Background: an optimization exercise with open tools, aiming at small area and a short achievable clock period. Do not read the settings as production practice. Only simulation tests tie the RTL to the original design; equivalence was not proved. Power figures rest on the tool's default switching activity, not on a simulated workload.

==> module inst_mem_responder, before the edit <==
module inst_mem_responder #(
    parameter int WORD_SIZE = 16,
    parameter int ADDR_BITS = 8,
    parameter int LATENCY   = 2
) (
    input  logic                   clk,
    input  logic                   reset_n,
    input  logic                   readM,
    input  logic [WORD_SIZE-1:0]   address,
    output logic [WORD_SIZE-1:0]   data,
    output logic                   inputReady,
    output logic                   busy,
    input  logic                   load_en,
    input  logic [ADDR_BITS-1:0]   load_addr,
    input  logic [WORD_SIZE-1:0]   load_data,
    output logic [WORD_SIZE-1:0]   req_count
);
    localparam int DEPTH = 1 << ADDR_BITS;
    localparam int LO    = ADDR_BITS / 2;
    localparam int HI    = ADDR_BITS - LO;
    logic                 busy_q;
    logic                 idle_q;
    logic                 ready_q;
    logic [WORD_SIZE-1:0] count_q;
    logic [WORD_SIZE-1:0] data_q;
    logic [(1<<HI)-1:0]   hr_q;
    logic [(1<<HI)-1:0]   hw_q;
    logic [(1<<LO)-1:0]   lr_q [4];
    logic [(1<<LO)-1:0]   lw_q [2];
    logic [(1<<LO)-1:0]   lr_dec;
    logic [(1<<LO)-1:0]   lw_dec;
    logic [WORD_SIZE-1:0] wdata_q;
    logic                 idle;
    logic                 wr_next;
    logic                 rd_next;
    logic [(1<<HI)-1:0]   hr_dec;
    logic [(1<<HI)-1:0]   hw_dec;
    logic [DEPTH-1:0]     sel_n;
    logic [DEPTH-1:0]     we;
    logic [DEPTH-1:0]     wen;
    logic [WORD_SIZE-1:0] rd;
    logic [WORD_SIZE-1:0] word_q [DEPTH];
    assign idle    = idle_q;
    assign wr_next = idle && load_en;
    assign rd_next = idle && readM && !load_en;
    assign hr_dec  = (1 << HI)'(1) << address[ADDR_BITS-1:LO];
    assign lr_dec  = (1 << LO)'(1) << address[LO-1:0];
    assign hw_dec  = (1 << HI)'(1) << load_addr[ADDR_BITS-1:LO];
    assign lw_dec  = (1 << LO)'(1) << load_addr[LO-1:0];
    always_ff @(posedge clk) begin
        hr_q    <= hr_dec;
        hw_q    <= wr_next ? hw_dec : '0;
        for (int k = 0; k < 4; k++) begin
            lr_q[k] <= (rd_next && address[ADDR_BITS-1 -: 2] == 2'(k)) ? lr_dec : '0;
        end
        lw_q[0] <= !load_addr[ADDR_BITS-1] ? lw_dec : '0;
        lw_q[1] <=  load_addr[ADDR_BITS-1] ? lw_dec : '0;
        wdata_q <= load_data;
        data_q  <= rd;
    end
    for (genvar w = 0; w < DEPTH; w++) begin : g_word
        logic [WORD_SIZE-1:0] nxt;
        imr_nand2 u_sel (.a(hr_q[w >> LO]), .b(lr_q[w >> (ADDR_BITS-2)][w % (1 << LO)]),
                           .y(sel_n[w]));
        imr_nand2 u_wen (.a(hw_q[w >> LO]), .b(lw_q[w >> (ADDR_BITS-1)][w % (1 << LO)]),
                           .y(wen[w]));
        imr_inv   u_we  (.a(wen[w]), .y(we[w]));
        for (genvar b = 0; b < WORD_SIZE; b++) begin : g_bit
            imr_hold u_hold (
                .we(we[w]), .wen(wen[w]), .d(wdata_q[b]), .q(word_q[w][b]),
                .y(nxt[b])
            );
        end
        always_ff @(posedge clk) word_q[w] <= nxt;
    end
    for (genvar b = 0; b < WORD_SIZE; b++) begin : g_rd
        logic [127:0] l1;    
        logic [63:0]  l2;    
        logic [15:0]  l3;    
        logic [7:0]   l4;    
        logic [1:0]   l5;    
        for (genvar i = 0; i < 128; i++) begin : g_l1
            imr_o22n u (
                .a0(sel_n[2*i]), .b0(word_q[2*i][b]),
                .a1(sel_n[2*i+1]), .b1(word_q[2*i+1][b]),
                .y(l1[i])
            );
        end
        for (genvar i = 0; i < 64; i++) begin : g_l2
            imr_nor2 u (.a(l1[2*i]), .b(l1[2*i+1]), .y(l2[i]));
        end
        for (genvar i = 0; i < 16; i++) begin : g_l3
            imr_nand4 u (.a(l2[4*i +: 4]), .y(l3[i]));
        end
        for (genvar i = 0; i < 8; i++) begin : g_l4
            imr_nor2 u (.a(l3[2*i]), .b(l3[2*i+1]), .y(l4[i]));
        end
        for (genvar i = 0; i < 2; i++) begin : g_l5
            imr_nand4 u (.a(l4[4*i +: 4]), .y(l5[i]));
        end
        imr_nor2 u_l6 (.a(l5[0]), .b(l5[1]), .y(rd[b]));
    end
    always_ff @(posedge clk or negedge reset_n) begin
        if (!reset_n) begin
            busy_q  <= 1'b0;
            idle_q  <= 1'b1;
            ready_q <= 1'b0;
            count_q <= '0;
        end else begin
            busy_q  <= idle ? rd_next : !ready_q;
            idle_q  <= idle ? !rd_next : ready_q;
            ready_q <= busy_q && !ready_q;
            if (ready_q) count_q <= count_q + 1'b1;
        end
    end
    assign data       = data_q;
    assign inputReady = ready_q;
    assign busy       = busy_q;
    assign req_count  = count_q;
endmodule
clock: 5.5 ns
lec_check: 0
cap_margin: 10
core_margin: 2
core_utilization: 60
cts_cluster_diameter: 100
cts_cluster_size: 26
setup_slack_margin: 3.05
slew_margin: 10
synth_hierarchical: 1
synth_minimum_keep_size: 0
run.sh (not shown) runs the stock make flow with config.mk's settings and CLKGATE_MAP_FILE= SYNTH_SCRIPT=/design/flow/synth_recipe.tcl, a recipe that flattens the netlist after the stock synthesis.
Next try:
--- a/flow/design.v
+++ b/flow/design.v
@@ -24,44 +24,41 @@
     logic [WORD_SIZE-1:0] count_q;
     logic [WORD_SIZE-1:0] data_q;
     logic [(1<<HI)-1:0]   hr_q;
     logic [(1<<HI)-1:0]   hw_q;
-    logic [(1<<LO)-1:0]   lr_q [4];
+    logic [(1<<LO)-1:0]   lr_q [2];
     logic [(1<<LO)-1:0]   lw_q [2];
-    logic [(1<<LO)-1:0]   lr_dec;
-    logic [(1<<LO)-1:0]   lw_dec;
+    logic [(1<<LO)-1:0]   lo_dec;
     logic [WORD_SIZE-1:0] wdata_q;
     logic                 idle;
     logic                 wr_next;
     logic                 rd_next;
-    logic [(1<<HI)-1:0]   hr_dec;
-    logic [(1<<HI)-1:0]   hw_dec;
+    logic [ADDR_BITS-1:0] a_next;
+    logic [(1<<HI)-1:0]   hi_dec;
     logic [DEPTH-1:0]     sel_n;
     logic [DEPTH-1:0]     we;
     logic [DEPTH-1:0]     wen;
     logic [WORD_SIZE-1:0] rd;
     logic [WORD_SIZE-1:0] word_q [DEPTH];
     assign idle    = idle_q;
     assign wr_next = idle && load_en;
     assign rd_next = idle && readM && !load_en;
-    assign hr_dec  = (1 << HI)'(1) << address[ADDR_BITS-1:LO];
-    assign lr_dec  = (1 << LO)'(1) << address[LO-1:0];
-    assign hw_dec  = (1 << HI)'(1) << load_addr[ADDR_BITS-1:LO];
-    assign lw_dec  = (1 << LO)'(1) << load_addr[LO-1:0];
+    assign a_next  = load_en ? load_addr : address[ADDR_BITS-1:0];
+    assign hi_dec  = (1 << HI)'(1) << a_next[ADDR_BITS-1:LO];
+    assign lo_dec  = (1 << LO)'(1) << a_next[LO-1:0];
     always_ff @(posedge clk) begin
-        hr_q    <= hr_dec;
-        hw_q    <= wr_next ? hw_dec : '0;
-        for (int k = 0; k < 4; k++) begin
-            lr_q[k] <= (rd_next && address[ADDR_BITS-1 -: 2] == 2'(k)) ? lr_dec : '0;
-        end
-        lw_q[0] <= !load_addr[ADDR_BITS-1] ? lw_dec : '0;
-        lw_q[1] <=  load_addr[ADDR_BITS-1] ? lw_dec : '0;
+        hr_q    <= hi_dec;
+        hw_q    <= wr_next ? hi_dec : '0;
+        lr_q[0] <= (rd_next && !a_next[ADDR_BITS-1]) ? lo_dec : '0;
+        lr_q[1] <= (rd_next &&  a_next[ADDR_BITS-1]) ? lo_dec : '0;
+        lw_q[0] <= !a_next[ADDR_BITS-1] ? lo_dec : '0;
+        lw_q[1] <=  a_next[ADDR_BITS-1] ? lo_dec : '0;
         wdata_q <= load_data;
         data_q  <= rd;
     end
     for (genvar w = 0; w < DEPTH; w++) begin : g_word
         logic [WORD_SIZE-1:0] nxt;
-        imr_nand2 u_sel (.a(hr_q[w >> LO]), .b(lr_q[w >> (ADDR_BITS-2)][w % (1 << LO)]),
+        imr_nand2 u_sel (.a(hr_q[w >> LO]), .b(lr_q[w >> (ADDR_BITS-1)][w % (1 << LO)]),
                            .y(sel_n[w]));
         imr_nand2 u_wen (.a(hw_q[w >> LO]), .b(lw_q[w >> (ADDR_BITS-1)][w % (1 << LO)]),
                            .y(wen[w]));
         imr_inv   u_we  (.a(wen[w]), .y(we[w]));
=>
- non-clock buffer count goes up by 12
- clock skew falls by 0.013 ns
- cell area shrinks by 0.59%
- register-to-register slack improved by 0.27 ns
- combinational power is higher by about 6%
- first-iteration DRC count shrinks by 6.3%
- power went down by 0.47%

-- separate check: timing with driven ports --
In the flow no input, the clock included, has a driving cell. The finished layouts below were timed again as built, in two steps. Step 1: set_driving_cell puts a clkbuf_16 on clk and a buf_2 on each other input, an assumption about the parent block. Step 2 also shifts input and output timing later by t, the mid clock arrival at the registers, as if the neighbouring blocks saw the same clock. Three values: ideal ports, drivers, drivers and shift; two values: the first two.
run	t (ns)	setup slack, ns	worst setup path after step 2
the first run	0.986	2.635 / 2.635 / 2.005	input to register
the second run	0.976	2.904 / 2.842 / 2.202	input to register
After both steps every run listed still meets setup and hold. The setup slack of the second run, which loses most, moves by -0.062 ns with the drivers and by -0.702 ns with both steps.
